Source: an optimization exercise on an open RTL-to-GDS flow (aim: small area and a short achievable clock period). Production flows keep margins and buffers that such runs may drop.
In this exercise RTL edits were held to simulation tests only and were not proved equivalent to the original.
The clock port is modelled as an ideal driver; clocking choices that lean on that would not hold on a real chip.
Power is estimated from default activity; no workload was simulated.

==> flow/design.v (outline; a module is shown in full before it is edited, if it fits) <==
// module pe_fa: 10 lines
// module pe_ha: 9 lines
// module pe_booth_sel: 10 lines
// module pe_aoi22: 9 lines
// module pe_ao22: 9 lines
// module pe_xor2: 7 lines
// module pe_xnor2: 7 lines
// module pe_dot_unit: 3058 lines
module pe_dot_unit (
  input  logic                clock,
  input  logic                i_arst_n,
  input  logic [7:0][7:0]     i_feature,
  input  logic [7:0][7:0]     i_filter,
  output logic signed [17:0]  o_result
);
  // ...
==> flow/flow/run.sh <==
#!/bin/bash
set -e
cd "$(dirname "$0")/.."
W=$(pwd)
{
  echo "export BUFFER_PORTS_ARGS = -buffer_cell sky130_fd_sc_hd__buf_1"
  echo "export POST_CTS_TCL = $W/flow/skew.tcl"
  echo "export SKEW_SPEC = 2 0.43 3 0.91 4 0.94"
  echo "export SKEW_GROUP = 24"
  echo "export SKIP_CTS_REPAIR_TIMING = 1"
  echo "export REMOVE_ABC_BUFFERS = 1"
} >> config.mk
bash standard.sh > standard.log 2>&1
==> flow/flow/skew.tcl <==

proc skew_log { msg } { puts "SKEW: $msg" }

set skew_block [ord::get_db_block]
set skew_db [ord::get_db]
set skew_leaf_master [$skew_db findMaster sky130_fd_sc_hd__clkbuf_8]
set skew_drv_master [$skew_db findMaster sky130_fd_sc_hd__clkbuf_16]
set skew_dly_masters [list \
  [$skew_db findMaster sky130_fd_sc_hd__clkdlybuf4s50_1] \
  [$skew_db findMaster sky130_fd_sc_hd__clkdlybuf4s25_1] \
  [$skew_db findMaster sky130_fd_sc_hd__clkdlybuf4s15_1]]
set skew_group $::env(SKEW_GROUP)

# clock root buffer: the one cell on the clock port's net
set skew_portnet [[$skew_block findBTerm clock] getNet]
set skew_root ""
foreach it [$skew_portnet getITerms] { set skew_root [$it getInst] }
set skew_rootnet [[$skew_root findITerm X] getNet]
set skew_rootloc [$skew_root getLocation]
skew_log "root [$skew_root getName] net [$skew_rootnet getName]"

proc skew_clk_iterm { inst } {
  foreach it [$inst getITerms] {
    if { [[$it getMTerm] getName] == "CLK" } { return $it }
  }
  return ""
}

proc skew_arrival { insts } {
  set sum 0.0
  set n 0
  foreach inst $insts {
    set p [get_pins -of_objects [get_cells [$inst getName]] -filter "name==CLK"]
    set a [get_property $p arrival_max_rise]
    set sum [expr { $sum + $a }]
    incr n
  }
  if { $n == 0 } { return 0.0 }
  return [expr { $sum / $n }]
}

# split a list of insts into groups of at most skew_group by coordinate bisection
proc skew_split { insts } {
  global skew_group
  if { [llength $insts] <= $skew_group } { return [list $insts] }
  set xs {}
  set ys {}
  foreach i $insts {
    lassign [$i getLocation] x y
    lappend xs $x
    lappend ys $y
  }
  set dx [expr { [tcl::mathfunc::max {*}$xs] - [tcl::mathfunc::min {*}$xs] }]
  set dy [expr { [tcl::mathfunc::max {*}$ys] - [tcl::mathfunc::min {*}$ys] }]
  set idx [expr { $dx >= $dy ? 0 : 1 }]
  set keyed {}
  foreach i $insts { lappend keyed [list [lindex [$i getLocation] $idx] $i] }
  set sorted {}
  foreach k [lsort -integer -index 0 $keyed] { lappend sorted [lindex $k 1] }
  set half [expr { [llength $sorted] / 2 }]
  return [concat [skew_split [lrange $sorted 0 [expr { $half - 1 }]]] \
    [skew_split [lrange $sorted $half end]]]
}

proc skew_centroid { insts } {
  set sx 0
  set sy 0
  foreach i $insts {
    lassign [$i getLocation] x y
    incr sx $x
    incr sy $y
  }
  set n [llength $insts]
  return [list [expr { $sx / $n }] [expr { $sy / $n }]]
}

proc skew_place { inst loc } {
  $inst setLocation [lindex $loc 0] [lindex $loc 1]
  $inst setPlacementStatus PLACED
}

proc skew_build_chain { r drv cells flops } {
  global skew_block skew_rootnet
  [$drv findITerm A] disconnect
  foreach c $::skew_chain { odb::dbInst_destroy $c }
  foreach n $::skew_chainnets { odb::dbNet_destroy $n }
  set ::skew_chain {}
  set ::skew_chainnets {}
  set prev $skew_rootnet
  set j 0
  foreach m $cells {
    set c [odb::dbInst_create $skew_block $m "skew_r${r}_dly_$j"]
    skew_place $c [skew_centroid $flops]
    [$c findITerm A] connect $prev
    set nn [odb::dbNet_create $skew_block "skew_r${r}_chain_$j"]
    $nn setSigType CLOCK
    [$c findITerm X] connect $nn
    set prev $nn
    lappend ::skew_chain $c
    lappend ::skew_chainnets $nn
    incr j
  }
  [$drv findITerm A] connect $prev
}

set skew_ranks {}
foreach {r d} $::env(SKEW_SPEC) { dict set skew_ranks $r $d }
set skew_ref {}
set skew_byrank [dict create]
foreach inst [$skew_block getInsts] {
  if { ![string match "*df*" [[$inst getMaster] getName]] } { continue }
  set r 0
  regexp {_q([0-9]+)\$} [$inst getName] -> r
  if { [dict exists $skew_ranks $r] } {
    dict lappend skew_byrank $r $inst
  } else {
    lappend skew_ref $inst
  }
}
estimate_parasitics -placement
set skew_refarr [skew_arrival $skew_ref]
skew_log "reference arrival [format %.3f $skew_refarr] over [llength $skew_ref] registers"

set skew_oldnets {}
set skew_uid 0
dict for {r d} $skew_ranks {
  if { ![dict exists $skew_byrank $r] } { continue }
  set flops [dict get $skew_byrank $r]
  set drvnet [odb::dbNet_create $skew_block "skew_r${r}_trunk"]
  $drvnet setSigType CLOCK
  set k 0
  foreach grp [skew_split $flops] {
    set leaf [odb::dbInst_create $skew_block $skew_leaf_master "skew_r${r}_leaf_$k"]
    skew_place $leaf [skew_centroid $grp]
    set lnet [odb::dbNet_create $skew_block "skew_r${r}_leafnet_$k"]
    $lnet setSigType CLOCK
    [$leaf findITerm A] connect $drvnet
    [$leaf findITerm X] connect $lnet
    foreach f $grp {
      set it [skew_clk_iterm $f]
      set on [$it getNet]
      if { $on != "NULL" } { lappend skew_oldnets $on }
      $it disconnect
      $it connect $lnet
    }
    incr k
  }
  set drv [odb::dbInst_create $skew_block $skew_drv_master "skew_r${r}_drv"]
  skew_place $drv [skew_centroid $flops]
  [$drv findITerm X] connect $drvnet
  skew_log "rank $r: [llength $flops] registers, $k leaf buffers"

  # delay chain from the root net to the trunk driver: try chains of growing
  # delay and keep the one whose skew comes closest to the requested delay
  set s15 [$skew_db findMaster sky130_fd_sc_hd__clkdlybuf4s15_1]
  set s18 [$skew_db findMaster sky130_fd_sc_hd__clkdlybuf4s18_1]
  set s25 [$skew_db findMaster sky130_fd_sc_hd__clkdlybuf4s25_1]
  set s50 [$skew_db findMaster sky130_fd_sc_hd__clkdlybuf4s50_1]
  set cands [list {} [list $s15] [list $s18] [list $s25] [list $s15 $s15] [list $s15 $s25] \
    [list $s50] [list $s25 $s25] [list $s50 $s15] [list $s50 $s25] [list $s50 $s50] \
    [list $s50 $s50 $s15] [list $s50 $s50 $s25] [list $s50 $s50 $s50]]
  set ::skew_chain {}
  set ::skew_chainnets {}
  set best {}
  set bestdiff 1e9
  foreach cells $cands {
    skew_build_chain $r $drv $cells $flops
    estimate_parasitics -placement
    set got [expr { [skew_arrival $flops] - $skew_refarr }]
    skew_log "rank $r: chain of [llength $cells] cells gives skew [format %.3f $got] (want $d)"
    set diff [expr { abs($got - $d) }]
    if { $diff < $bestdiff } {
      set bestdiff $diff
      set best $cells
    }
    if { $got > $d + 0.15 } { break }
  }
  skew_build_chain $r $drv $best $flops
}

# clock buffers left without sinks
foreach n [lsort -unique $skew_oldnets] {
  set sinks 0
  set drv ""
  foreach it [$n getITerms] {
    if { [$it isOutputSignal] } { set drv [$it getInst] } else { incr sinks }
  }
  if { $sinks == 0 && $drv != "" } {
    skew_log "removing idle clock buffer [$drv getName]"
    odb::dbInst_destroy $drv
    odb::dbNet_destroy $n
  }
}

detailed_placement
check_placement -verbose
estimate_parasitics -placement
dict for {r d} $skew_ranks {
  if { [dict exists $skew_byrank $r] } {
    skew_log "rank $r final skew [format %.3f [expr { [skew_arrival [dict get $skew_byrank $r]] - [skew_arrival $skew_ref] }]]"
  }
}
report_clock_skew
==> flow/standard.sh <==
#!/bin/bash
# synth_recipe.tcl (not shown) runs the flow's synth.tcl, then flattens the netlist and writes it again
# the make line also repeats each setting of config.mk as NAME=value (left out here)
make -C /OpenROAD-flow-scripts/flow DESIGN_CONFIG=/design/flow/config.mk WORK_HOME=/design/flow/orfs CLKGATE_MAP_FILE= SYNTH_SCRIPT=/design/flow/synth_recipe.tcl "${@:-finish}"
==> flow/config.mk <==
export PLATFORM = sky130hd
export DESIGN_NAME = pe_dot_unit
export DESIGN_NICKNAME = pe_dot_unit
export VERILOG_FILES = /design/flow/design.v
export SDC_FILE = /design/flow/constraint.sdc
export NUM_CORES = 4
export LEC_CHECK = 0
export CAP_MARGIN = 20
export CORE_MARGIN = 2
export CORE_UTILIZATION = 40
export CTS_CLUSTER_DIAMETER = 100
export CTS_CLUSTER_SIZE = 26
export SETUP_SLACK_MARGIN = 2.6
export SLEW_MARGIN = 20
export SYNTH_HIERARCHICAL = 1
export SYNTH_MINIMUM_KEEP_SIZE = 0
export BUFFER_PORTS_ARGS = -buffer_cell sky130_fd_sc_hd__buf_1
export POST_CTS_TCL = /design/flow/flow/skew.tcl
export SKEW_SPEC = 2 0.43 3 0.91 4 0.94
export SKEW_GROUP = 24
export SKIP_CTS_REPAIR_TIMING = 1
export REMOVE_ABC_BUFFERS = 1
==> flow/constraint.sdc <==
create_clock -name core_clock -period 4.7 [get_ports {clock}]
set_input_delay 0.9400 -clock core_clock [delete_from_list [all_inputs] [get_ports {clock}]]
set_output_delay 0.9400 -clock core_clock [all_outputs]
set_load 0.01 [all_outputs]
==> impl_metrics.csv, run 1 <==
group,metric,value,unit
run_status,outcome,"stopped before the end",
run_status,stop_stage,"clock tree synthesis",
run_status,tool.error,"Error: cts.tcl, 90 can't read \"skew_group\": no such variable",
synth,netlist.area_leader.share,37.9,%
synth,yosys.area_share.simple,3.54,%
synth,yosysWarnings,7,
floorplanning,start_util,40.6,%
cts,clock_sinks,399,
floorplanning,die_w,227,um
synth,yosys-top-cells-area,"dfxtp_1 (38%), fa_1 (29%), xor2_1 (9.5%)",
synth,yosysMostFrequentCell,"dfxtp_1",
synth,ys_seq_area_share,40.5,%
synth,synth_edf_count,0,
floorplanning,rows,81,
synth,ys_types,30,
synth,syn_area,20000,sq um
floorplanning,die_y,227,um
synth,synthMuxAreaShare,0.113,%
placement,place_inst,2265,
synth,syn_area_per_cell,13.7,sq um
synth,syn_inst,1456,
placement,placed_area,21300,sq um
placement,dp_slack,1.87,ns
synth,yosys-top-cells-count,"dfxtp_1 (378), fa_1 (292), xor2_1 (216)",
placement,dp_hpwl,43100,um
synth,yosys_most_used_dff,"dfxtp_1",
placement,port_buffers,147,
synth,yosys_register_bits,399,
synth,synthXorXnorAreaFrac,14.0,%
synth,synth_top_family_by_area,"adder cells",
synth,postSynth.asyncResetShare,5.26,%
synth,synthAdderAreaFrac,31.5,%
placement,place_congestion,0.961,
synth,synth.largest_area_cell,"dfxtp_1",
synth,synth_compound_area_share,9.39,%
floorplanning,io_pins,148,
==> run 2, diff against run 1 <==
--- a/flow/flow/skew.tcl
+++ b/flow/flow/skew.tcl
@@ -1,4 +1,7 @@
 
 proc skew_log { msg } { puts "SKEW: $msg" }
+
+# this file may be sourced inside a proc (the ORFS hook); keep its state global
+global skew_block skew_db skew_group skew_rootnet skew_chain skew_chainnets
 
 set skew_block [ord::get_db_block]
==> impl_metrics.csv, run 2 <==
group,metric,value,unit
synth,synthAdderAreaFrac,31.5,%
sta,hold_viol_final,0,
layout,instances_no_fill,2319,
sta,worst_pin_slew,0.811,ns
layout,largest_register_ffs,18,
layout,regMostFlops,"result_q",
synth,yosys-top-cells-area,"dfxtp_1 (38%), fa_1 (29%), xor2_1 (9.5%)",
global_routing,antenna_found_initial,1,
synth,syn_area_per_cell,13.7,sq um
drt,drt-pass1-iter-count,5,
cts,cts.clk_slew.worst_paths,0.10,ns
layout,final_common_cell,"fa_1",
drt,totalWireLength,52500,um
global_routing,grt_pass1_vias,12200,
sta,setup_viol,0,
synth,syn_area,20000,sq um
layout,n_fill_cell,4483,
layout,reg_top3,"result_q (18), fill_q (3)",
synth,ys_types,30,
synth,yosysWarnings,7,
placement,dp_hpwl,43100,um
floorplanning,core_area,49200,sq um
setup_path,cp_max_fo,4,
cts,clkLatencyLatePin,1.44,ns
sta,clock.fmax,0.480,GHz
placement,port_buffers,147,
drt,antenna_left,0,
setup_path,cp-endpoint,"G_1260_q5",
floorplanning,rows,81,
global_routing,gr-max-usage-layer,"met2",
layout,nets,2101,
power_and_ir_drop,p_leak,9.02,nW
drt,drc,0,
sta,rsz0062_at_grt,"true",
global_routing,grt_use_met2,34.4,%
sta,worst_slack,2.62,ns
synth,yosys_register_bits,399,
setup_path,end_kind,"flop",
synth,synth_top_family_by_area,"adder cells",
synth,synth_edf_count,0,
setup_path,r2r_start,"P_1223_q4",
sta,min_period_over_period,44.3,%
synth,synthXorXnorAreaFrac,14.0,%
cts,clock_sinks,399,
cts,cts_tree,"yes",
setup_path,crit_required,5.15,ns
sta,min_period,2.08,ns
power_and_ir_drop,ir_drop,378,uV
setup_path,crit_type,"flop to flop",
floorplanning,die-area,51700,sq um
synth,synth.largest_area_cell,"dfxtp_1",
floorplanning,start_util,40.6,%
placement,place_congestion,0.961,
floorplanning,io_pins,148,
synth,yosys-top-cells-count,"dfxtp_1 (378), fa_1 (292), xor2_1 (216)",
drt,avgViaCountPerCell,4.98,
setup_path,cp.arrival,2.53,ns
synth,yosysMostFrequentCell,"dfxtp_1",
global_routing,groute.usage.overall,20.7,%
synth,netlist.area_leader.share,37.9,%
layout,fin_area,22600,sq um
synth,synthMuxAreaShare,0.113,%
power_and_ir_drop,total_power,17.7,mW
drt,drt-initial-drc-count,793,
placement,place_inst,2265,
layout,area_growth,13.0,%
global_routing,grt_pass1_wl,77300,um
power_and_ir_drop,power.density,784,nW/um^2
sta,finalClockSkew,0.916,ns
synth,postSynth.asyncResetShare,5.26,%
global_routing,use_met1,27.7,%
synth,ys_seq_area_share,40.5,%
synth,synth_compound_area_share,9.39,%
run_status,outcome,"no timing/DRC/antenna violations",
setup_path,critPathLaunchType,"flop",
sta,tns,0,ns
layout,drive_above_1_share,12.2,%
floorplanning,die_w,227,um
floorplanning,die_y,227,um
global_routing,grt_max_degree,27,
job,cap_viol_max_count,0,
sta,whs,0.170,ns
synth,syn_inst,1456,
placement,dp_slack,1.87,ns
sta,max_slew_margin,45.5,%
synth,yosys_most_used_dff,"dfxtp_1",
setup_path,r2r_end,"G_1260_q5",
layout,layout_common_cells,"fa_1 (281), dfxtp_1 (253), xor2_1 (204)",
placement,placed_area,21300,sq um
hold_path,timing.hold.worst.class,"flop to flop",
global_routing,grt_remaining_overflow,0,
setup_path,r2r_cells,4,
layout,final_core_util,45.9,%
synth,yosys.area_share.simple,3.54,%
setup_path,crit_start,"P_1223_q4",
sta,slew_viol_final,0,
global_routing,use_met3,2.48,%
setup_path,rrSetupSlack,2.62,ns
drt,avgRoutedWirePerCell,22.6,um
drt,num_vias,11500,
run 2: critical path, cell delays in order, from the launching register on:
cell and delay [ns]:
dfxtp_1 0.31, a21o_1 0.22, a21o_1 0.18, ha_2 0.18
or2_4 0.21
run 2: Yosys stat by module (local to each module, per instance):
module | area [sq um] | cells inside | copies in the design
pe_dot_unit | 10700 | 775 | 1
pe_fa | 20.0 | 1 | 289
pe_ha | 12.5 | 1 | 8
pe_ao22 | 8.76 | 1 | 192
pe_xor2 | 8.76 | 1 | 192
run 2: layout make-up, without the clock buffers:
type | instances | area (sq um) | area share, %
inverters | 51 | 191 | 0.849
clock inverters | 6 | 77.6 | 0.344
well taps | 664 | 831 | 3.68
diodes | 2 | 5.00 | 0.0222
flip-flops and latches | 399 | 8280 | 36.7
plain buffers | 20 | 290 | 1.29
multi-input cells | 1004 | 11800 | 52.4
repair buffers | 150 | 578 | 2.56
run 2: where the power goes:
| part | switching, mW | total (mW) | internal (mW) |
|---|---|---|---|
| sequential | 0.841 | 5.79 | 4.95 |
| clock | 1.22 | 2.44 | 1.22 |
| combinational | 5.08 | 9.45 | 4.37 |
run 2: layer usage:
metal,up-vias,part of all wire [%],wire (um)
li1,5185,-,-
met1,5921,43,22700
met2,356,48,25100
met3,79,5.0,2600
met4,0,4.0,2070
met5,-,0,0
run 2: worst min path at each step:
stage | start | end | slack (ns) | cells after the start
final | g_1171_q2 | r_1264_q3 | 0.17 | 3
after global routing | g_1171_q2 | r_1264_q3 | 0.18 | 3
after detailed placement | p_1172_q3 | p_1172_q4 | 0.31 | 0
after global placement | r_1271_q4 | r_1271_q5 | 0.31 | 0
after floorplan | p_1172_q2 | p_1172_q3 | 0.31 | 0
run 2: cell families (layout without fill, tap and decap cells):
family / count (synthesis) / after routing
buffers and inverters: 53 / 250
adders and majority gates: 327 / 327
muxes: 2 / 2
and+or+nand+nor: 135 / 135
other: 0 / 2
DFF: 399 / 399
xor gates and xnor gates: 318 / 318
AOI/OAI and AO/OA: 222 / 222
==> run 3, diff against run 2 <==
--- a/flow/config.mk
+++ b/flow/config.mk
@@ -11,5 +11,5 @@
 export CTS_CLUSTER_DIAMETER = 100
 export CTS_CLUSTER_SIZE = 26
-export SETUP_SLACK_MARGIN = 2.6
+export SETUP_SLACK_MARGIN = 2.5
 export SLEW_MARGIN = 20
 export SYNTH_HIERARCHICAL = 1
==> impl_metrics.csv, run 3 <==
group,metric,value,unit
synth,ys_types,30,
global_routing,antenna_found_initial,1,
run_status,outcome,"no timing/DRC/antenna violations",
sta,setup_viol,0,
setup_path,r2r_start,"one_96_q1",
layout,layout_common_cells,"dfxtp_1 (305), fa_1 (292), xor2_1 (212)",
synth,yosys-top-cells-area,"dfxtp_1 (38%), fa_1 (29%), xor2_1 (9.5%)",
layout,regMostFlops,"result_q",
drt,avgRoutedWirePerCell,22.6,um
sta,min_period_over_period,46.1,%
layout,nets,2100,
synth,yosys-top-cells-count,"dfxtp_1 (378), fa_1 (292), xor2_1 (216)",
global_routing,grt_pass1_vias,12200,
sta,slew_viol_final,0,
setup_path,r2r_cells,5,
setup_path,crit_start,"one_96_q1",
drt,drc,0,
layout,instances_no_fill,2317,
placement,place_congestion,0.961,
sta,tns,0,ns
synth,yosys_most_used_dff,"dfxtp_1",
hold_path,min-delay-start,"g_1171_q2",
drt,totalWireLength,52500,um
layout,n_fill_cell,4480,
hold_path,worstHoldPathCells,3,
global_routing,groute.usage.overall,20.7,%
sta,hold_viol_final,0,
synth,yosysWarnings,7,
synth,syn_inst,1456,
sta,min_period,2.17,ns
hold_path,timing.hold.worst.class,"flop to flop",
layout,seqCellArea,8180,sq um
placement,dp_hpwl,43100,um
drt,antenna_left,0,
sta,clock.fmax,0.462,GHz
floorplanning,io_pins,148,
global_routing,grt_remaining_overflow,0,
drt,num_vias,11600,
placement,port_buffers,147,
setup_path,cp.arrival,3.11,ns
synth,ys_seq_area_share,40.5,%
layout,largest_register_ffs,18,
layout,final_common_cell,"dfxtp_1",
power_and_ir_drop,power.density,785,nW/um^2
layout,multi_input_area,11700,sq um
setup_path,rrSetupSlack,2.53,ns
floorplanning,die-area,51700,sq um
cts,cts_tree,"yes",
setup_path,crit_type,"flop to flop",
cts,clkLatencyLatePin,1.44,ns
global_routing,grt_max_degree,27,
power_and_ir_drop,p_leak,9.01,nW
setup_path,cp_max_fo,7,
synth,yosys_register_bits,399,
synth,netlist.area_leader.share,37.9,%
job,cap_viol_max_count,0,
synth,postSynth.asyncResetShare,5.26,%
layout,area_growth,11.9,%
floorplanning,start_util,40.6,%
sta,rsz0062_at_grt,"false",
sta,finalClockSkew,0.914,ns
drt,avgViaCountPerCell,5.00,
placement,place_inst,2265,
global_routing,grt_pass1_wl,77300,um
synth,synth_edf_count,0,
synth,syn_area,20000,sq um
drt,drt-pass1-iter-count,5,
sta,max_slew_margin,44.4,%
drt,drt-initial-drc-count,841,
setup_path,critPathLaunchType,"flop",
hold_path,min_to,"r_1264_q3",
floorplanning,die_w,227,um
synth,yosysMostFrequentCell,"dfxtp_1",
setup_path,r2r_end,"fs_693_q2",
power_and_ir_drop,ir_drop,378,uV
floorplanning,rows,81,
layout,drive_above_1_share,7.75,%
cts,cts.clk_slew.worst_paths,0.10,ns
sta,worst_pin_slew,0.828,ns
layout,reg_top3,"result_q (18), fill_q (3)",
floorplanning,die_y,227,um
setup_path,crit_required,5.64,ns
synth,syn_area_per_cell,13.7,sq um
setup_path,end_kind,"flop",
synth,synth.largest_area_cell,"dfxtp_1",
cts,clock_sinks,399,
floorplanning,core_area,49200,sq um
run 3: routing by layer:
layer	GRT usage, %	vias to the layer above	routed length (um)
met3	2.48	80	2470
met2	34.4	377	25000
li1	-	5184	-
met4	7.97	0	2030
met1	27.7	5953	23000
met5	0	-	0
run 3: cell families (layout without fill, tap and decap cells):
| kind of cell | after synthesis | after routing | synth area share [%] |
|---|---|---|---|
| xor gates and xnor gates | 318 | 318 | 14.0 |
| other | 0 | 1 | 0 |
| DFF | 399 | 399 | 40.5 |
| buffers and inverters | 53 | 249 | 0.996 |
| and+or+nand+nor | 135 | 135 | 3.54 |
| muxes | 2 | 2 | 0.113 |
| adders and majority gates | 327 | 327 | 31.5 |
| AOI/OAI and AO/OA | 222 | 222 | 9.39 |
run 3: metrics by stage:
stage	hold WS [ns]	instance area, sq um	utilization [%]	setup slack [ns]	power [mW]
after floorplan	0.310	20000	-	2.30	11.4
after global placement	0.310	21300	43.4	1.92	14.9
after detailed placement	0.312	21300	43.4	1.87	15.2
after global routing	0.178	22300	45.5	2.49	19.1
final	0.175	22300	45.5	2.53	17.6
run 3: cell type report, without the clock buffers:
class / instances / share of cell area (%)
Tap cell: 664 / 3.72
Inverter: 51 / 0.857
Multi-Input combinational cell: 1004 / 52.4
Antenna cell: 1 / 0.0112
Sequential cell: 399 / 36.6
Timing Repair Buffer: 149 / 2.55
Buffer: 20 / 1.30
Clock inverter: 6 / 0.347
run 3: critical path: stages, from the launching register on:
cell     delay (ns)
dfxtp_1        0.40
a22o_1         0.27
xor2_1         0.16
fa_1           0.69
fa_1           0.52
fa_1           0.50
run 3: worst max-delay path by stage:
stage	cells after the start	to	slack, ns
floorplan	5	fs_1101_q2	2.30
global placement	4	fs_693_q2	1.92
detailed placement	4	fs_693_q2	1.87
global route	5	fs_795_q2	2.49
finish	5	fs_693_q2	2.53
run 3: modules after synthesis, one instance, submodules excluded:
module       cells inside  cell area [sq um]
pe_dot_unit           775              10700
pe_fa                   1               20.0
pe_ha                   1               12.5
pe_ao22                 1               8.76
pe_xor2                 1               8.76
run 3: report_power, final:
| group | internal (mW) | switching [mW] |
|---|---|---|
| clock | 1.22 | 1.22 |
| combinational | 4.27 | 5.05 |
| sequential | 4.95 | 0.837 |
==> run 4, diff against run 3 <==
--- a/flow/flow/run.sh
+++ b/flow/flow/run.sh
@@ -6,5 +6,5 @@
   echo "export BUFFER_PORTS_ARGS = -buffer_cell sky130_fd_sc_hd__buf_1"
   echo "export POST_CTS_TCL = $W/flow/skew.tcl"
-  echo "export SKEW_SPEC = 2 0.43 3 0.91 4 0.94"
+  echo "export SKEW_SPEC = 2 0.41 3 0.88 4 0.91"
   echo "export SKEW_GROUP = 24"
   echo "export SKIP_CTS_REPAIR_TIMING = 1"
--- a/flow/flow/skew.tcl
+++ b/flow/flow/skew.tcl
@@ -3,9 +3,9 @@
 
 # this file may be sourced inside a proc (the ORFS hook); keep its state global
-global skew_block skew_db skew_group skew_rootnet skew_chain skew_chainnets
+global skew_block skew_db skew_group skew_rootnet skew_chain skew_chainnets skew_ranks
 
 set skew_block [ord::get_db_block]
 set skew_db [ord::get_db]
-set skew_leaf_master [$skew_db findMaster sky130_fd_sc_hd__clkbuf_8]
+set skew_leaf_master [$skew_db findMaster sky130_fd_sc_hd__clkbuf_16]
 set skew_drv_master [$skew_db findMaster sky130_fd_sc_hd__clkbuf_16]
 set skew_dly_masters [list \
@@ -43,8 +43,11 @@
 }
 
-# split a list of insts into groups of at most skew_group by coordinate bisection
+# split a list of insts into ceil(n / skew_group) groups of about equal size
+# by coordinate bisection
 proc skew_split { insts } {
   global skew_group
-  if { [llength $insts] <= $skew_group } { return [list $insts] }
+  set n [llength $insts]
+  set k [expr { ($n + $skew_group - 1) / $skew_group }]
+  if { $k <= 1 } { return [list $insts] }
   set xs {}
   set ys {}
@@ -60,8 +63,9 @@
   foreach i $insts { lappend keyed [list [lindex [$i getLocation] $idx] $i] }
   set sorted {}
-  foreach k [lsort -integer -index 0 $keyed] { lappend sorted [lindex $k 1] }
-  set half [expr { [llength $sorted] / 2 }]
-  return [concat [skew_split [lrange $sorted 0 [expr { $half - 1 }]]] \
-    [skew_split [lrange $sorted $half end]]]
+  foreach kk [lsort -integer -index 0 $keyed] { lappend sorted [lindex $kk 1] }
+  set k1 [expr { $k / 2 }]
+  set n1 [expr { int(round(double($n) * $k1 / $k)) }]
+  return [concat [skew_split [lrange $sorted 0 [expr { $n1 - 1 }]]] \
+    [skew_split [lrange $sorted $n1 end]]]
 }
 
@@ -160,7 +164,18 @@
   set s25 [$skew_db findMaster sky130_fd_sc_hd__clkdlybuf4s25_1]
   set s50 [$skew_db findMaster sky130_fd_sc_hd__clkdlybuf4s50_1]
-  set cands [list {} [list $s15] [list $s18] [list $s25] [list $s15 $s15] [list $s15 $s25] \
-    [list $s50] [list $s25 $s25] [list $s50 $s15] [list $s50 $s25] [list $s50 $s50] \
-    [list $s50 $s50 $s15] [list $s50 $s50 $s25] [list $s50 $s50 $s50]]
+  set cands {}
+  set est {}
+  for { set a 0 } { $a <= 6 } { incr a } {
+    for { set b 0 } { $b <= 2 } { incr b } {
+      for { set c 0 } { $c <= 1 } { incr c } {
+        set cells {}
+        for { set i 0 } { $i < $a } { incr i } { lappend cells $s50 }
+        for { set i 0 } { $i < $b } { incr i } { lappend cells $s25 }
+        for { set i 0 } { $i < $c } { incr i } { lappend cells $s15 }
+        lappend est [list [expr { 0.52 * $a + 0.30 * $b + 0.22 * $c }] $cells]
+      }
+    }
+  }
+  foreach e [lsort -real -index 0 $est] { lappend cands [lindex $e 1] }
   set ::skew_chain {}
   set ::skew_chainnets {}
@@ -170,5 +185,5 @@
     skew_build_chain $r $drv $cells $flops
     estimate_parasitics -placement
-    set got [expr { [skew_arrival $flops] - $skew_refarr }]
+    set got [expr { [skew_arrival $flops] - [skew_arrival $skew_ref] }]
     skew_log "rank $r: chain of [llength $cells] cells gives skew [format %.3f $got] (want $d)"
     set diff [expr { abs($got - $d) }]
@@ -196,4 +211,48 @@
 }
 
+proc skew_of { inst } {
+  global skew_ranks
+  set r 0
+  regexp {_q([0-9]+)\$} [$inst getName] -> r
+  if { [dict exists $skew_ranks $r] } { return [dict get $skew_ranks $r] }
+  return 0.0
+}
+set skew_npad 0
+set s25m [$skew_db findMaster sky130_fd_sc_hd__clkdlybuf4s25_1]
+set s50m [$skew_db findMaster sky130_fd_sc_hd__clkdlybuf4s50_1]
+foreach inst [$skew_block getInsts] {
+  if { ![string match "*df*" [[$inst getMaster] getName]] } { continue }
+  set dit [$inst findITerm D]
+  if { $dit == "NULL" } { continue }
+  set dnet [$dit getNet]
+  if { $dnet == "NULL" } { continue }
+  set src ""
+  foreach it [$dnet getITerms] {
+    if { [$it isOutputSignal] } { set src [$it getInst] }
+  }
+  if { $src == "" || ![string match "*df*" [[$src getMaster] getName]] } { continue }
+  set gap [expr { [skew_of $inst] - [skew_of $src] }]
+  if { $gap < 0.12 } { continue }
+  set cells [list $s25m]
+  if { $gap > 0.3 } { set cells [list $s50m] }
+  if { $gap > 0.7 } { set cells [list $s50m $s50m] }
+  if { $gap > 1.1 } { set cells [list $s50m $s50m $s50m] }
+  $dit disconnect
+  set prev $dnet
+  set j 0
+  foreach m $cells {
+    set c [odb::dbInst_create $skew_block $m "skew_hold_${skew_npad}_$j"]
+    skew_place $c [$inst getLocation]
+    [$c findITerm A] connect $prev
+    set nn [odb::dbNet_create $skew_block "skew_hold_${skew_npad}_n$j"]
+    [$c findITerm X] connect $nn
+    set prev $nn
+    incr j
+  }
+  $dit connect $prev
+  incr skew_npad
+}
+skew_log "delay cells on $skew_npad register-to-register connections"
+
 detailed_placement
 check_placement -verbose
--- a/flow/config.mk
+++ b/flow/config.mk
@@ -11,5 +11,6 @@
 export CTS_CLUSTER_DIAMETER = 100
 export CTS_CLUSTER_SIZE = 26
-export SETUP_SLACK_MARGIN = 2.5
+export HOLD_SLACK_MARGIN = 0.1
+export SETUP_SLACK_MARGIN = 2.6
 export SLEW_MARGIN = 20
 export SYNTH_HIERARCHICAL = 1
@@ -17,5 +18,5 @@
 export BUFFER_PORTS_ARGS = -buffer_cell sky130_fd_sc_hd__buf_1
 export POST_CTS_TCL = /design/flow/flow/skew.tcl
-export SKEW_SPEC = 2 0.43 3 0.91 4 0.94
+export SKEW_SPEC = 2 0.41 3 0.88 4 0.91
 export SKEW_GROUP = 24
 export SKIP_CTS_REPAIR_TIMING = 1
==> impl_metrics.csv, run 4 <==
group,metric,value,unit
sta,setup_viol,0,
sta,worst_slack,2.56,ns
power_and_ir_drop,power_frac_comb,53.1,%
synth,ys_seq_area_share,40.5,%
setup_path,cp.arrival,3.02,ns
sta,finalClockSkew,0.929,ns
setup_path,end_kind,"flop",
placement,placed_area,21300,sq um
synth,syn_area,20000,sq um
synth,synth.largest_area_cell,"dfxtp_1",
global_routing,groute.usage.overall,20.7,%
synth,netlist.area_leader.share,37.9,%
cts,cts.clk_slew.worst_paths,0.10,ns
power_and_ir_drop,p_leak,9.10,nW
layout,drive_above_1_share,14.8,%
sta,hold_viol_final,0,
synth,synth_edf_count,0,
cts,cts_tree,"yes",
layout,fin_area,22900,sq um
drt,avgViaCountPerCell,5.01,
drt,drt-pass1-iter-count,5,
sta,max_slew_margin,45.4,%
layout,reg_top3,"result_q (18), fill_q (3)",
floorplanning,rows,81,
hold_path,timing.hold.worst.class,"flop to flop",
synth,yosys_most_used_dff,"dfxtp_1",
power_and_ir_drop,ir_drop,378,uV
drt,drt-initial-drc-count,852,
power_and_ir_drop,p_seq_share,32.4,%
floorplanning,core_area,49200,sq um
synth,yosysWarnings,7,
sta,tns,0,ns
synth,syn_inst,1456,
synth,yosysMostFrequentCell,"dfxtp_1",
cts,clock_sinks,399,
layout,nets,2103,
global_routing,grt_max_degree,27,
power_and_ir_drop,p_int,10.7,mW
layout,final_common_cell,"fa_1",
drt,avgRoutedWirePerCell,22.7,um
setup_path,crit_type,"flop to flop",
synth,postSynth.asyncResetShare,5.26,%
run_status,outcome,"no timing/DRC/antenna violations",
drt,antenna_left,0,
power_and_ir_drop,power.density,783,nW/um^2
power_and_ir_drop,pwr-share-clk,14.5,%
job,cap_viol_max_count,0,
setup_path,crit_required,5.57,ns
setup_path,critPathLaunchType,"flop",
sta,slew_viol_final,0,
layout,regMostFlops,"result_q",
synth,yosys-top-cells-area,"dfxtp_1 (38%), fa_1 (29%), xor2_1 (9.5%)",
synth,ys_types,30,
floorplanning,die_y,227,um
drt,totalWireLength,52600,um
sta,rsz0062_at_grt,"true",
synth,yosys_register_bits,399,
setup_path,cp_max_fo,7,
drt,drc,0,
power_and_ir_drop,p_sw_share,40.0,%
global_routing,grt_pass1_vias,12200,
cts,clkLatencyLatePin,1.45,ns
global_routing,grt_pass1_wl,77500,um
placement,place_congestion,0.961,
layout,layout_common_cells,"fa_1 (269), dfxtp_1 (235), a22o_1 (191)",
sta,min_period_over_period,45.6,%
floorplanning,die_w,227,um
sta,clock.fmax,0.466,GHz
synth,yosys-top-cells-count,"dfxtp_1 (378), fa_1 (292), xor2_1 (216)",
power_and_ir_drop,switchingPower,7.18,mW
placement,dp_slack,1.87,ns
floorplanning,io_pins,148,
sta,worst_pin_slew,0.813,ns
sta,min_period,2.14,ns
layout,largest_register_ffs,18,
placement,dp_hpwl,43100,um
drt,num_vias,11600,
floorplanning,start_util,40.6,%
global_routing,antenna_found_initial,1,
global_routing,grt_remaining_overflow,0,
floorplanning,die-area,51700,sq um
placement,port_buffers,147,
synth,syn_area_per_cell,13.7,sq um
layout,area_growth,14.7,%
run 4: cell counts after synthesis:
Identical to the previous run, type by type.
run 4: routing by layer:
layer | up-vias | share of wire, % | track usage (%) | wire [um]
met5 | - | 0 | 0 | 0
met3 | 85 | 5.2 | 2.45 | 2740
met4 | 0 | 3.7 | 7.51 | 1960
met1 | 5959 | 43 | 27.9 | 22600
li1 | 5174 | - | - | -
met2 | 411 | 48 | 34.6 | 25300
run 4: kinds of logic (layout without fill, tap and decap cells):
family                     Yosys count  in the layout  synth area share [%]
adders and majority gates          327            327                  31.5
AOI/OAI and AO/OA                  222            222                  9.39
DFF                                399            399                  40.5
other                                0              1                     0
xor gates and xnor gates           318            318                  14.0
and+or+nand+nor                    135            135                  3.54
buffers and inverters               53            252                 0.996
muxes                                2              2                 0.113
run 4: path summary, 6_finish.rpt:
| kind | from | endpoint | slack, ns | depth (start not counted) |
|---|---|---|---|---|
| min in group asynchronous | i_arst_n | result_q[3] | 0.33 | 1 |
| max in group asynchronous | i_arst_n | result_q[8] | 4.00 | 1 |
| max | i_filter2_0_q1 | fs_693_q2 | 2.56 | 5 |
| max reg2reg | i_filter2_0_q1 | fs_693_q2 | 2.56 | 5 |
| min | fc_1162_q2 | p_1196_q3 | 0.07 | 3 |
| min reg2reg | fc_1162_q2 | p_1196_q3 | 0.07 | 3 |
run 4: through the flow:
stage	power [mW]	util [%]	hold slack, ns	cells
global placement	14.9	43.4	0.310	2265
detailed placement	15.2	43.4	0.312	2265
global route	19.5	46.6	0.108	2320
finish	17.9	46.6	0.0749	2320
floorplan	11.4	-	0.310	1454
run 4: final cells by class, without the clock buffers:
| class | count | area [sq um] |
|---|---|---|
| Clock inverter | 6 | 77.6 |
| Fill cell | 4423 | 26300 |
| Antenna cell | 1 | 2.50 |
| Multi-Input combinational cell | 1004 | 12000 |
| Buffer | 21 | 390 |
| Timing Repair Buffer | 151 | 588 |
| Tap cell | 664 | 831 |
| Sequential cell | 399 | 8340 |
| Inverter | 51 | 191 |
run 4: worst max-delay path: stages (launching register included):
cell and delay [ns]:
dfxtp_2 0.38, a22o_1 0.25, xor2_1 0.25, fa_2 0.56, fa_1 0.52, fa_1 0.50
run 4: modules after synthesis, one instance, submodules excluded:
| module | copies in the design | cell area (sq um) |
|---|---|---|
| pe_ha | 8 | 12.5 |
| pe_ao22 | 192 | 8.76 |
| pe_dot_unit | 1 | 10700 |
| pe_xor2 | 192 | 8.76 |
| pe_fa | 289 | 20.0 |
run 4: power by group through the flow:
stage	registers [mW]	logic, mW	clock network, mW
floorplan	5.63	5.82	0
global placement	5.83	9.11	0
detailed placement	5.85	9.31	0
global route	5.95	10.7	2.81
finish	5.81	9.52	2.60
==> run 5, diff against run 4 <==
--- a/flow/flow/run.sh
+++ b/flow/flow/run.sh
@@ -6,5 +6,5 @@
   echo "export BUFFER_PORTS_ARGS = -buffer_cell sky130_fd_sc_hd__buf_1"
   echo "export POST_CTS_TCL = $W/flow/skew.tcl"
-  echo "export SKEW_SPEC = 2 0.41 3 0.88 4 0.91"
+  echo "export SKEW_SPEC = 2 0.64 3 1.27 4 1.30 5 0.61"
   echo "export SKEW_GROUP = 24"
   echo "export SKIP_CTS_REPAIR_TIMING = 1"
--- a/flow/config.mk
+++ b/flow/config.mk
@@ -18,5 +18,5 @@
 export BUFFER_PORTS_ARGS = -buffer_cell sky130_fd_sc_hd__buf_1
 export POST_CTS_TCL = /design/flow/flow/skew.tcl
-export SKEW_SPEC = 2 0.41 3 0.88 4 0.91
+export SKEW_SPEC = 2 0.64 3 1.27 4 1.30 5 0.61
 export SKEW_GROUP = 24
 export SKIP_CTS_REPAIR_TIMING = 1
==> impl_metrics.csv, run 5 <==
group,metric,value,unit
run_status,outcome,"no timing/DRC/antenna violations",
drt,avgRoutedWirePerCell,22.6,um
drt,drt-pass1-iter-count,5,
layout,reg_top3,"result_q (18), fill_q (3)",
layout,nets,2113,
cts,clock_sinks,399,
placement,dp_hpwl,43100,um
layout,layout_common_cells,"dfxtp_1 (373), fa_1 (292), xor2_1 (216)",
sta,max_slew_margin,44.2,%
synth,ys_seq_area_share,40.5,%
drt,avgViaCountPerCell,4.99,
power_and_ir_drop,ir_drop,362,uV
setup_path,crit_type,"flop to flop",
floorplanning,die_w,227,um
synth,yosysWarnings,7,
synth,yosys-top-cells-area,"dfxtp_1 (38%), fa_1 (29%), xor2_1 (9.5%)",
layout,multi_input_area,11700,sq um
sta,min_period,2.11,ns
layout,drive_above_1_share,3.36,%
placement,place_congestion,0.961,
drt,num_vias,11600,
layout,regMostFlops,"result_q",
hold_path,min-delay-start,"fs_1015_q2",
floorplanning,die-area,51700,sq um
synth,netlist.area_leader.share,37.9,%
setup_path,crit_required,5.85,ns
sta,worst_pin_slew,0.832,ns
synth,synth_edf_count,0,
cts,cts.clk_slew.worst_paths,0.09,ns
global_routing,groute.usage.overall,20.8,%
job,cap_viol_max_count,0,
layout,area_growth,12.7,%
sta,hold_viol_final,0,
synth,syn_inst,1456,
sta,tns,0,ns
synth,yosysMostFrequentCell,"dfxtp_1",
floorplanning,core_area,49200,sq um
sta,clock.fmax,0.473,GHz
drt,drc,0,
drt,drt-initial-drc-count,889,
global_routing,grt_pass1_wl,77800,um
synth,postSynth.asyncResetShare,5.26,%
cts,clkLatencyLatePin,1.27,ns
synth,syn_area,20000,sq um
sta,min_period_over_period,45.0,%
synth,ys_types,30,
floorplanning,die_y,227,um
synth,yosys_register_bits,399,
global_routing,grt_remaining_overflow,0,
setup_path,end_kind,"flop",
sta,setup_viol,0,
layout,final_core_util,45.8,%
hold_path,timing.hold.worst.class,"flop to flop",
floorplanning,rows,81,
global_routing,grt_max_degree,27,
setup_path,crit_start,"neg_220_q1",
global_routing,antenna_found_initial,0,
layout,final_common_cell,"dfxtp_1",
setup_path,cp_max_fo,10,
layout,largest_register_ffs,18,
floorplanning,start_util,40.6,%
setup_path,cp.arrival,3.26,ns
sta,rsz0062_at_grt,"true",
sta,finalClockSkew,0.770,ns
power_and_ir_drop,p_leak,9.12,nW
cts,cts_tree,"yes",
layout,n_antenna_cell,0,
sta,slew_viol_final,0,
setup_path,r2r_start,"neg_220_q1",
drt,totalWireLength,52600,um
power_and_ir_drop,power.density,799,nW/um^2
setup_path,critPathLaunchType,"flop",
global_routing,grt_pass1_vias,12300,
layout,seqCellArea,8100,sq um
drt,antenna_left,0,
synth,yosys_most_used_dff,"dfxtp_1",
floorplanning,io_pins,148,
synth,synth.largest_area_cell,"dfxtp_1",
synth,syn_area_per_cell,13.7,sq um
layout,n_fill_cell,4472,
placement,port_buffers,147,
synth,yosys-top-cells-count,"dfxtp_1 (378), fa_1 (292), xor2_1 (216)",
==> run 5: cell types whose count changed in the layout (fill, tap and decap cells not counted), moves of 23 or more <==
cell / delta
xor2_2: -25
fa_1: +23
fa_2: -23
dfxtp_1: +138
dfxtp_2: -110
dfxtp_4: -28
xor2_1: +26
==> run 5: layout make-up, without the clock buffers <==
class,count,area share [%]
tap,664,3.69
inverter,51,0.851
multi-input combinational,1004,52.0
timing repair buffer,155,2.80
sequential,399,36.0
buffer,27,2.14
clock inverter,6,0.345
==> run 5: final timing paths <==
check | endpoint | slack (ns) | cells after the start
min | fs_1031_q3 | 0.11 | 2
min reg2reg | fs_1031_q3 | 0.11 | 2
max | fs_693_q2 | 2.59 | 4
max reg2reg | fs_693_q2 | 2.59 | 4
max in group asynchronous | result_q[8] | 3.99 | 1
min in group asynchronous | result_q[3] | 0.34 | 1
==> run 5: per-stage QoR <==
| stage | power, mW | hold slack, ns | instances | setup WS, ns | area (sq um) |
|---|---|---|---|---|---|
| after global placement | 14.9 | 0.310 | 2265 | 1.92 | 21300 |
| final | 18.0 | 0.108 | 2329 | 2.59 | 22500 |
| after detailed placement | 15.2 | 0.312 | 2265 | 1.87 | 21300 |
| after global routing | 19.5 | 0.116 | 2329 | 2.56 | 22500 |
| after floorplan | 11.4 | 0.310 | 1454 | 2.30 | 20000 |
==> run 5: power breakdown <==
part	internal (mW)	switching (mW)	leakage, nW	total [mW]
combinational	4.36	5.08	5.20	9.44
sequential	4.94	0.836	3.42	5.77
clock	1.49	1.27	0.499	2.76
==> run 5: per-module statistics from Yosys, one instance, submodules excluded <==
module,cell area [sq um],times used
pe_ao22,8.76,192
pe_ha,12.5,8
pe_dot_unit,10700,1
pe_xor2,8.76,192
pe_fa,20.0,289
==> run 5: routing by layer <==
layer	routed length [um]	track usage [%]
met5	0	0
met4	1800	7.38
met3	2600	2.56
met2	25500	34.9
met1	22700	27.8
==> run 5: cells by family (layout without fill, tap and decap cells) <==
logic type | after synthesis | after routing | synth area share (%)
DFF | 399 | 399 | 40.5
adders and majority gates | 327 | 327 | 31.5
xor gates and xnor gates | 318 | 318 | 14.0
muxes | 2 | 2 | 0.113
buffers and inverters | 53 | 262 | 0.996
and+or+nand+nor | 135 | 135 | 3.54
AOI/OAI and AO/OA | 222 | 222 | 9.39
==> run 5: worst max-delay path: stages, from the launching register on <==
cell     delay, ns
dfxtp_1       0.76
xor2_1        0.27
fa_1          0.52
fa_1          0.69
fa_1          0.45
==> run 6, diff against run 5 <==
--- a/flow/flow/run.sh
+++ b/flow/flow/run.sh
@@ -6,5 +6,5 @@
   echo "export BUFFER_PORTS_ARGS = -buffer_cell sky130_fd_sc_hd__buf_1"
   echo "export POST_CTS_TCL = $W/flow/skew.tcl"
-  echo "export SKEW_SPEC = 2 0.64 3 1.27 4 1.30 5 0.61"
+  echo "export SKEW_SPEC = 2 0.50 3 1.03 4 1.16 5 0.29"
   echo "export SKEW_GROUP = 24"
   echo "export SKIP_CTS_REPAIR_TIMING = 1"
--- a/flow/config.mk
+++ b/flow/config.mk
@@ -12,5 +12,5 @@
 export CTS_CLUSTER_SIZE = 26
 export HOLD_SLACK_MARGIN = 0.1
-export SETUP_SLACK_MARGIN = 2.6
+export SETUP_SLACK_MARGIN = 2.7
 export SLEW_MARGIN = 20
 export SYNTH_HIERARCHICAL = 1
@@ -18,5 +18,5 @@
 export BUFFER_PORTS_ARGS = -buffer_cell sky130_fd_sc_hd__buf_1
 export POST_CTS_TCL = /design/flow/flow/skew.tcl
-export SKEW_SPEC = 2 0.64 3 1.27 4 1.30 5 0.61
+export SKEW_SPEC = 2 0.50 3 1.03 4 1.16 5 0.29
 export SKEW_GROUP = 24
 export SKIP_CTS_REPAIR_TIMING = 1
==> impl_metrics.csv, run 6 <==
group,metric,value,unit
placement,port_buffers,147,
power_and_ir_drop,p_sw_share,39.7,%
drt,drt-initial-drc-count,865,
sta,worst_slack,2.66,ns
layout,final_common_cell,"fa_1",
drt,drt-pass1-iter-count,5,
power_and_ir_drop,switchingPower,7.22,mW
placement,dp_slack,1.87,ns
floorplanning,die_w,227,um
synth,yosys_register_bits,399,
sta,max_slew_margin,46.3,%
power_and_ir_drop,p_leak,9.22,nW
global_routing,grt_pass1_vias,12300,
setup_path,crit_slowest_cell,"fa_2",
power_and_ir_drop,power_frac_comb,53.0,%
drt,totalWireLength,52900,um
floorplanning,die_y,227,um
synth,ys_types,30,
power_and_ir_drop,power.density,784,nW/um^2
layout,area_growth,16.2,%
layout,largest_register_ffs,18,
sta,min_period_over_period,43.4,%
cts,clkLatencyLatePin,1.69,ns
drt,avgRoutedWirePerCell,22.6,um
drt,avgViaCountPerCell,4.98,
layout,regMostFlops,"result_q",
floorplanning,io_pins,148,
placement,place_congestion,0.961,
floorplanning,start_util,40.6,%
setup_path,cp_max_fo,8,
sta,hold_viol_final,0,
synth,postSynth.asyncResetShare,5.26,%
layout,layout_common_cells,"fa_1 (263), dfxtp_1 (230), a22o_1 (190)",
synth,yosysMostFrequentCell,"dfxtp_1",
setup_path,critPathLaunchType,"flop",
run_status,outcome,"no timing/DRC/antenna violations",
power_and_ir_drop,p_int,11.0,mW
placement,placed_area,21300,sq um
synth,yosysWarnings,7,
synth,yosys-top-cells-area,"dfxtp_1 (38%), fa_1 (29%), xor2_1 (9.5%)",
drt,antenna_left,0,
global_routing,grt_pass1_wl,77900,um
power_and_ir_drop,pwr-share-clk,15.0,%
synth,syn_inst,1456,
job,cap_viol_max_count,0,
layout,reg_top3,"result_q (18), fill_q (3)",
layout,n_antenna_cell,0,
hold_path,timing.hold.worst.class,"flop to flop",
synth,synth.largest_area_cell,"dfxtp_1",
setup_path,critPathMaxStageDelay,0.63,ns
power_and_ir_drop,ir_drop,362,uV
power_and_ir_drop,p_seq_share,32.0,%
sta,finalClockSkew,0.781,ns
setup_path,end_kind,"flop",
layout,multi_input_area,12100,sq um
sta,tns,0,ns
floorplanning,rows,81,
cts,cts.clk_slew.worst_paths,0.09,ns
sta,clock.fmax,0.491,GHz
synth,syn_area_per_cell,13.7,sq um
synth,yosys_most_used_dff,"dfxtp_1",
placement,dp_hpwl,43100,um
layout,final_core_util,47.2,%
synth,synth_edf_count,0,
drt,num_vias,11600,
global_routing,grt_remaining_overflow,0,
sta,setup_viol,0,
sta,min_period,2.04,ns
global_routing,groute.usage.overall,20.8,%
synth,syn_area,20000,sq um
layout,drive_above_1_share,16.8,%
floorplanning,core_area,49200,sq um
sta,worst_pin_slew,0.799,ns
floorplanning,die-area,51700,sq um
layout,n_fill_cell,4402,
cts,cts_tree,"yes",
setup_path,crit_type,"flop to flop",
global_routing,grt_max_degree,27,
setup_path,worstPathCellList,"a22o_1 -> xor2_2 -> fa_2 -> fa_2 -> fa_1",
synth,netlist.area_leader.share,37.9,%
setup_path,crit_required,5.66,ns
drt,drc,0,
layout,fin_area,23200,sq um
global_routing,antenna_found_initial,0,
layout,seqCellArea,8360,sq um
cts,clock_sinks,399,
setup_path,worst_path_most_repeated_cell,"fa_2",
setup_path,cp.arrival,3.00,ns
synth,ys_seq_area_share,40.5,%
sta,slew_viol_final,0,
synth,yosys-top-cells-count,"dfxtp_1 (378), fa_1 (292), xor2_1 (216)",
sta,rsz0062_at_grt,"true",
layout,nets,2118,
[run 6: cell counts after synthesis]
Identical to the previous run, type by type.
[run 6: final cells by class, without the clock buffers]
type                    count  share of cell area, %
multi-input cells        1004                   52.0
flip-flops and latches    399                   36.0
well taps                 664                   3.58
repair buffers            155                   2.85
plain buffers              32                   2.29
inverters                  51                  0.825
clock inverters             6                  0.334
[run 6: path summary, 6_finish.rpt]
path / startpoint / endpoint / slack (ns) / cells after the start
worst min register to register: fs_1015_q2 / fs_1031_q3 / 0.12 / 2
max in group asynchronous: i_arst_n / result_q[8] / 4.00 / 1
worst min-delay path: fs_1015_q2 / fs_1031_q3 / 0.12 / 2
min in group asynchronous: i_arst_n / result_q[3] / 0.34 / 1
worst max register to register: i_feature2_4_q1 / fs_693_q2 / 2.66 / 5
worst max-delay path: i_feature2_4_q1 / fs_693_q2 / 2.66 / 5
[run 6: cells by family (layout without fill, tap and decap cells)]
kind of cell	Yosys count	after routing	share of synthesized area (%)
flip-flops	399	399	40.5
adder cells (fa/ha/maj)	327	327	31.5
XOR/XNOR	318	318	14.0
AO/OA/AOI/OAI	222	222	9.39
AND/OR/NAND/NOR	135	135	3.54
buffers and inverters	53	267	0.996
multiplexers	2	2	0.113
[run 6: critical path, delay by kind of cell (launching register included)]
family	cells	cell delay, ns
adder cells (fa/ha/maj)	3	1.61
XOR/XNOR	1	0.17
AO/OA/AOI/OAI	1	0.26
flip-flops	1	0.39
[run 6: power by group through the flow]
stage / sequential, mW / combinational (mW) / clock, mW
global route: 5.96 / 10.9 / 2.95
floorplan: 5.63 / 5.82 / 0
global placement: 5.83 / 9.11 / 0
finish: 5.81 / 9.64 / 2.73
detailed placement: 5.85 / 9.31 / 0
[run 6: per-module statistics from Yosys, one instance, submodules excluded]
module / copies in the design / area, sq um / cells / flip-flops and latches
pe_fa: 289 / 20.0 / 1 / 0
pe_xor2: 192 / 8.76 / 1 / 0
pe_ao22: 192 / 8.76 / 1 / 0
pe_dot_unit: 1 / 10700 / 775 / 399
pe_ha: 8 / 12.5 / 1 / 0
[run 6: stage by stage]
step / hold WS [ns] / power, mW / instances
floorplan: 0.310 / 11.4 / 1454
global placement: 0.310 / 14.9 / 2265
detailed placement: 0.312 / 15.2 / 2265
global route: 0.117 / 19.8 / 2334
finish: 0.124 / 18.2 / 2334
[run 6: per-layer routing]
metal  up-vias  share of wire (%)  global-route usage [%]
met2       357                 49                    34.9
met5         -                  0                       0
met1      5992                 42                    27.9
li1       5199                  -                       -
met4         0                3.7                    7.36
met3        80                5.5                    2.53
==> run 7, diff against run 6 <==
--- a/flow/flow/run.sh
+++ b/flow/flow/run.sh
@@ -6,5 +6,5 @@
   echo "export BUFFER_PORTS_ARGS = -buffer_cell sky130_fd_sc_hd__buf_1"
   echo "export POST_CTS_TCL = $W/flow/skew.tcl"
-  echo "export SKEW_SPEC = 2 0.50 3 1.03 4 1.16 5 0.29"
+  echo "export SKEW_SPEC = 2 0.82 3 1.52 4 1.62 5 1.01"
   echo "export SKEW_GROUP = 24"
   echo "export SKIP_CTS_REPAIR_TIMING = 1"
--- a/flow/config.mk
+++ b/flow/config.mk
@@ -11,6 +11,6 @@
 export CTS_CLUSTER_DIAMETER = 100
 export CTS_CLUSTER_SIZE = 26
-export HOLD_SLACK_MARGIN = 0.1
-export SETUP_SLACK_MARGIN = 2.7
+export HOLD_SLACK_MARGIN = 0.2
+export SETUP_SLACK_MARGIN = 2.65
 export SLEW_MARGIN = 20
 export SYNTH_HIERARCHICAL = 1
@@ -18,5 +18,5 @@
 export BUFFER_PORTS_ARGS = -buffer_cell sky130_fd_sc_hd__buf_1
 export POST_CTS_TCL = /design/flow/flow/skew.tcl
-export SKEW_SPEC = 2 0.50 3 1.03 4 1.16 5 0.29
+export SKEW_SPEC = 2 0.82 3 1.52 4 1.62 5 1.01
 export SKEW_GROUP = 24
 export SKIP_CTS_REPAIR_TIMING = 1
==> impl_metrics.csv, run 7 <==
group,metric,value,unit
setup_path,r2r_cells,6,
global_routing,grt_pass1_vias,12300,
synth,ys_types,30,
sta,max_slew_margin,45.3,%
drt,drc,0,
synth,syn_area,20000,sq um
sta,worst_slack,2.70,ns
layout,layout_common_cells,"dfxtp_1 (378), fa_1 (290), xor2_1 (216)",
setup_path,r2r_end,"p_1196_q3",
synth,postSynth.asyncResetShare,5.26,%
synth,syn_area_per_cell,13.7,sq um
layout,n_antenna_cell,0,
hold_path,timing.hold.worst.class,"flop to flop",
layout,reg_top3,"result_q (18), fill_q (3)",
power_and_ir_drop,p_leak,9.29,nW
synth,yosys-top-cells-area,"dfxtp_1 (38%), fa_1 (29%), xor2_1 (9.5%)",
synth,yosys-top-cells-count,"dfxtp_1 (378), fa_1 (292), xor2_1 (216)",
synth,synth.largest_area_cell,"dfxtp_1",
sta,min_period,2.00,ns
cts,clkLatencyLatePin,1.61,ns
synth,yosys_most_used_dff,"dfxtp_1",
floorplanning,die-area,51700,sq um
power_and_ir_drop,power.density,815,nW/um^2
global_routing,groute.usage.overall,20.8,%
synth,syn_inst,1456,
setup_path,r2r_start,"fs_1147_q2",
layout,regMostFlops,"result_q",
setup_path,crit_slowest_cell,"dlygate4sd3_1",
floorplanning,start_util,40.6,%
setup_path,crit_type,"flop to flop",
floorplanning,io_pins,148,
layout,nets,2155,
sta,slew_viol_final,0,
hold_path,worstHoldPathCells,4,
layout,final_common_cell,"dfxtp_1",
setup_path,cp.arrival,4.03,ns
setup_path,end_kind,"flop",
setup_path,rrSetupSlack,2.70,ns
sta,clock.fmax,0.500,GHz
layout,fin_area,22900,sq um
layout,area_growth,14.8,%
sta,rsz0062_at_grt,"false",
floorplanning,rows,81,
hold_path,min-delay-start,"one_464_q1",
sta,hold_viol_final,0,
setup_path,crit_required,6.73,ns
sta,min_period_over_period,42.6,%
drt,num_vias,11800,
run_status,outcome,"no timing/DRC/antenna violations",
sta,finalClockSkew,1.10,ns
synth,ys_seq_area_share,40.5,%
sta,worst_pin_slew,0.814,ns
setup_path,critPathLaunchType,"flop",
power_and_ir_drop,total_power,18.7,mW
placement,dp_hpwl,43100,um
global_routing,antenna_found_initial,0,
placement,dp_slack,1.87,ns
cts,clock_sinks,399,
synth,yosys_register_bits,399,
sta,tns,0,ns
cts,cts_tree,"yes",
hold_path,min_to,"fs_687_q2",
floorplanning,die_w,227,um
placement,place_congestion,0.961,
synth,yosysWarnings,7,
setup_path,cp_max_fo,1,
synth,yosysMostFrequentCell,"dfxtp_1",
placement,port_buffers,147,
setup_path,worstPathCellList,"dlygate4sd3_1 -> fa_1 -> fa_1 -> ha_1 -> xnor2_1 -> dlygate4sd3_1",
drt,drt-pass1-iter-count,5,
cts,cts.clk_slew.worst_paths,0.09,ns
floorplanning,die_y,227,um
drt,avgRoutedWirePerCell,22.3,um
layout,final_core_util,46.6,%
layout,largest_register_ffs,18,
drt,drt-initial-drc-count,786,
sta,setup_viol,0,
drt,avgViaCountPerCell,4.97,
placement,place_inst,2265,
synth,synth_edf_count,0,
synth,netlist.area_leader.share,37.9,%
global_routing,grt_max_degree,27,
job,cap_viol_max_count,0,
floorplanning,core_area,49200,sq um
global_routing,grt_pass1_wl,77900,um
sta,whs,0.0893,ns
layout,instances_no_fill,2371,
drt,antenna_left,0,
global_routing,grt_remaining_overflow,0,
setup_path,critPathMaxStageDelay,0.57,ns
drt,totalWireLength,52900,um
placement,placed_area,21300,sq um
power_and_ir_drop,ir_drop,365,uV
layout,drive_above_1_share,3.10,%
-- run 7: cell count changes in the layout (fill, tap and decap cells not counted), moves of 6 or more --
cell,change
dfxtp_2,-114
xor2_1,+34
buf_1,+14
fa_2,-27
xor2_2,-34
dfxtp_4,-34
fa_1,+27
clkdlybuf4s25_1,-8
dlygate4sd3_1,+38
clkbuf_2,-12
clkdlybuf4s50_1,+6
dfxtp_1,+148
-- run 7: per-layer routing --
layer	wire length [um]	part of all wire [%]	track usage, %	up-vias
li1	-	-	-	5301
met1	22800	43	27.9	6048
met2	25700	48	34.8	369
met3	2610	4.9	2.59	75
met4	1850	3.5	7.44	0
met5	0	0	0	-
-- run 7: area by class of cell, without the clock buffers --
cell class	count	area, sq um
Multi-Input combinational cell	1004	11700
Clock inverter	6	77.6
Timing Repair Buffer	193	1010
Fill cell	4438	26200
Sequential cell	399	8090
Buffer	31	520
Tap cell	664	831
Inverter	51	191
-- run 7: per-module statistics from Yosys (local to each module, per instance) --
module | copies in the design | flip-flops and latches
pe_ha | 8 | 0
pe_ao22 | 192 | 0
pe_xor2 | 192 | 0
pe_fa | 289 | 0
pe_dot_unit | 1 | 399
-- run 7: critical path, delay by kind of cell (launching register included) --
family	cells	cell delay, ns
adders and majority gates	3	1.03
DFF	1	0.30
buffers and inverters	2	1.11
xor gates and xnor gates	1	0.12
-- run 7: kinds of logic (layout without fill, tap and decap cells) --
kind of cell	Yosys count	after routing	share of synthesized area [%]
flip-flops	399	399	40.5
adder cells (fa/ha/maj)	327	327	31.5
XOR/XNOR	318	318	14.0
AO/OA/AOI/OAI	222	222	9.39
AND/OR/NAND/NOR	135	135	3.54
buffers and inverters	53	304	0.996
multiplexers	2	2	0.113
-- run 7: how the worst max path moves through the flow --
| stage | startpoint | end | slack, ns |
|---|---|---|---|
| final | fs_1147_q2 | p_1196_q3 | 2.70 |
| after global routing | fs_743_q3 | r_1272_q4 | 2.66 |
| after detailed placement | neg_220_q1 | fs_693_q2 | 1.87 |
| after global placement | neg_220_q1 | fs_693_q2 | 1.92 |
| after floorplan | neg_116_q1 | fs_1101_q2 | 2.30 |
-- run 7: report_power, final --
| part | total (mW) | leakage, nW | switching [mW] | internal, mW |
|---|---|---|---|---|
| logic | 10.1 | 5.36 | 5.19 | 4.95 |
| clock network | 2.80 | 0.512 | 1.28 | 1.52 |
| registers | 5.75 | 3.42 | 0.815 | 4.93 |
==> run 8, diff against run 7 <==
--- a/flow/config.mk
+++ b/flow/config.mk
@@ -12,5 +12,5 @@
 export CTS_CLUSTER_SIZE = 26
 export HOLD_SLACK_MARGIN = 0.2
-export SETUP_SLACK_MARGIN = 2.65
+export SETUP_SLACK_MARGIN = 2.75
 export SLEW_MARGIN = 20
 export SYNTH_HIERARCHICAL = 1
==> impl_metrics.csv, run 8 <==
group,metric,value,unit
run_status,outcome,"no timing/DRC/antenna violations",
drt,drt-pass1-iter-count,5,
sta,clock.fmax,0.505,GHz
layout,fin_area,23000,sq um
placement,port_buffers,147,
global_routing,use_met1,27.9,%
setup_path,cp_max_fo,1,
layout,largest_register_ffs,18,
drt,totalWireLength,52900,um
cts,cts_tree,"yes",
setup_path,critPathLaunchType,"flop",
setup_path,r2r_end,"fs_1135_q3",
sta,worst_pin_slew,0.820,ns
power_and_ir_drop,p_int,11.6,mW
sta,max_slew_margin,44.9,%
synth,yosysMostFrequentCell,"dfxtp_1",
layout,instances_no_fill,2369,
synth,yosysWarnings,7,
hold_path,min-delay-start,"sgn_1_q1",
floorplanning,die_w,227,um
synth,postSynth.asyncResetShare,5.26,%
drt,drc,0,
floorplanning,rows,81,
drt,avgViaCountPerCell,4.96,
synth,syn_inst,1456,
setup_path,rrSetupSlack,2.72,ns
global_routing,grt_use_met2,34.8,%
cts,clock_sinks,399,
power_and_ir_drop,pwr-share-clk,14.8,%
synth,synth_edf_count,0,
job,cap_viol_max_count,0,
global_routing,groute.usage.overall,20.8,%
setup_path,crit_type,"flop to flop",
hold_path,worstHoldPathCells,3,
placement,placed_area,21300,sq um
sta,rsz0062_at_grt,"true",
setup_path,crit_required,6.73,ns
sta,setup_viol,0,
hold_path,min_to,"fc_1160_q2",
synth,ys_seq_area_share,40.5,%
setup_path,r2r_cells,4,
global_routing,use_met3,2.59,%
global_routing,grt_pass1_vias,12300,
global_routing,grt_remaining_overflow,0,
sta,tns,0,ns
floorplanning,io_pins,148,
sta,hold_viol_final,0,
layout,area_growth,15.0,%
placement,dp_hpwl,43100,um
global_routing,gr-max-usage-layer,"met2",
drt,num_vias,11700,
sta,finalClockSkew,1.10,ns
synth,synth.largest_area_cell,"dfxtp_1",
setup_path,end_kind,"flop",
sta,min_period_over_period,42.1,%
global_routing,antenna_found_initial,0,
sta,slew_viol_final,0,
power_and_ir_drop,ir_drop,366,uV
cts,clkLatencyLatePin,1.61,ns
power_and_ir_drop,power.density,822,nW/um^2
drt,avgRoutedWirePerCell,22.3,um
synth,syn_area_per_cell,13.7,sq um
floorplanning,die_y,227,um
global_routing,grt_max_degree,27,
layout,reg_top3,"result_q (18), fill_q (3)",
layout,nets,2153,
synth,yosys_register_bits,399,
layout,drive_above_1_share,4.46,%
power_and_ir_drop,p_sw_share,38.8,%
power_and_ir_drop,switchingPower,7.32,mW
synth,yosys_most_used_dff,"dfxtp_1",
drt,antenna_left,0,
placement,place_inst,2265,
power_and_ir_drop,power_frac_comb,54.6,%
synth,yosys-top-cells-count,"dfxtp_1 (378), fa_1 (292), xor2_1 (216)",
layout,n_antenna_cell,0,
floorplanning,start_util,40.6,%
sta,min_period,1.98,ns
power_and_ir_drop,p_leak,9.34,nW
synth,netlist.area_leader.share,37.9,%
synth,ys_types,30,
layout,layout_common_cells,"dfxtp_1 (376), fa_1 (288), xor2_1 (216)",
floorplanning,die-area,51700,sq um
floorplanning,core_area,49200,sq um
global_routing,grt_pass1_wl,77900,um
synth,syn_area,20000,sq um
placement,place_congestion,0.961,
setup_path,cp.arrival,4.01,ns
cts,cts.clk_slew.worst_paths,0.10,ns
drt,drt-initial-drc-count,852,
layout,final_common_cell,"dfxtp_1",
layout,regMostFlops,"result_q",
synth,yosys-top-cells-area,"dfxtp_1 (38%), fa_1 (29%), xor2_1 (9.5%)",
hold_path,timing.hold.worst.class,"flop to flop",
power_and_ir_drop,p_seq_share,30.5,%
setup_path,r2r_start,"fc_1100_q2",
[run 8: cell counts after synthesis]
Identical to the previous run, type by type.
[run 8: final cells by class, without the clock buffers]
| cell class | count | area [sq um] |
|---|---|---|
| fillers | 4426 | 26200 |
| multi-input cells | 1004 | 11700 |
| flip-flops and latches | 399 | 8100 |
| repair buffers | 191 | 1020 |
| well taps | 664 | 831 |
| plain buffers | 31 | 520 |
| inverters | 51 | 191 |
| clock inverters | 6 | 77.6 |
[run 8: worst max path at each step]
stage	start	slack [ns]	endpoint	cells past startpoint
global placement	neg_220_q1	1.92	fs_693_q2	4
detailed placement	neg_220_q1	1.87	fs_693_q2	4
global route	result_q[4]	2.66	o_result[4]	1
floorplan	neg_116_q1	2.30	fs_1101_q2	5
finish	fc_1100_q2	2.72	fs_1135_q3	4
[run 8: kinds of logic after synthesis]
family	synth area share, %
buffers and inverters	0.996
multiplexers	0.113
adder cells (fa/ha/maj)	31.5
XOR/XNOR	14.0
AND/OR/NAND/NOR	3.54
flip-flops	40.5
AO/OA/AOI/OAI	9.39
[run 8: metrics by stage]
| stage | hold slack, ns | worst slack, ns | util [%] | total power [mW] |
|---|---|---|---|---|
| global placement | 0.310 | 1.92 | 43.4 | 14.9 |
| global route | 0.205 | 2.66 | 46.7 | 20.5 |
| detailed placement | 0.312 | 1.87 | 43.4 | 15.2 |
| floorplan | 0.310 | 2.30 | - | 11.4 |
| finish | 0.150 | 2.72 | 46.7 | 18.9 |
[run 8: per-layer routing]
| layer | part of all wire (%) | vias to the layer above |
|---|---|---|
| met1 | 43 | 6000 |
| met2 | 48 | 377 |
| met4 | 3.5 | 0 |
| met3 | 5.0 | 77 |
| li1 | - | 5295 |
| met5 | 0 | - |
[run 8: power groups by stage]
| stage | clock, mW | sequential, mW | combinational [mW] |
|---|---|---|---|
| 2_1_floorplan | 0 | 5.63 | 5.82 |
| 3_3_place_gp | 0 | 5.83 | 9.11 |
| 3_5_place_dp | 0 | 5.85 | 9.31 |
| 5_1_grt | 3.02 | 5.90 | 11.6 |
| 6_report | 2.80 | 5.76 | 10.3 |
[run 8: Yosys stat by module (local to each module, per instance)]
| module | times used | area, sq um | flops+latches |
|---|---|---|---|
| pe_ao22 | 192 | 8.76 | 0 |
| pe_ha | 8 | 12.5 | 0 |
| pe_fa | 289 | 20.0 | 0 |
| pe_dot_unit | 1 | 10700 | 399 |
| pe_xor2 | 192 | 8.76 | 0 |
[run 8: worst max-delay path, cell delays in order (launching register included)]
cell,delay [ns]
dfxtp_1,0.33
fa_1,0.50
dlygate4sd3_1,0.62
fa_1,0.48
dlygate4sd3_1,0.57

Re-timed with assumed drivers on the ports (clkbuf_16 on the clock, buf_2 on other inputs), run 8 has 2.671 ns of setup slack against 2.721 ns with ideal ports, and 1.955 ns once port delays also move by the mid clock arrival of 1.401 ns. Its clock arrivals span 0.563 to 2.240 ns, so the last figure is rough.
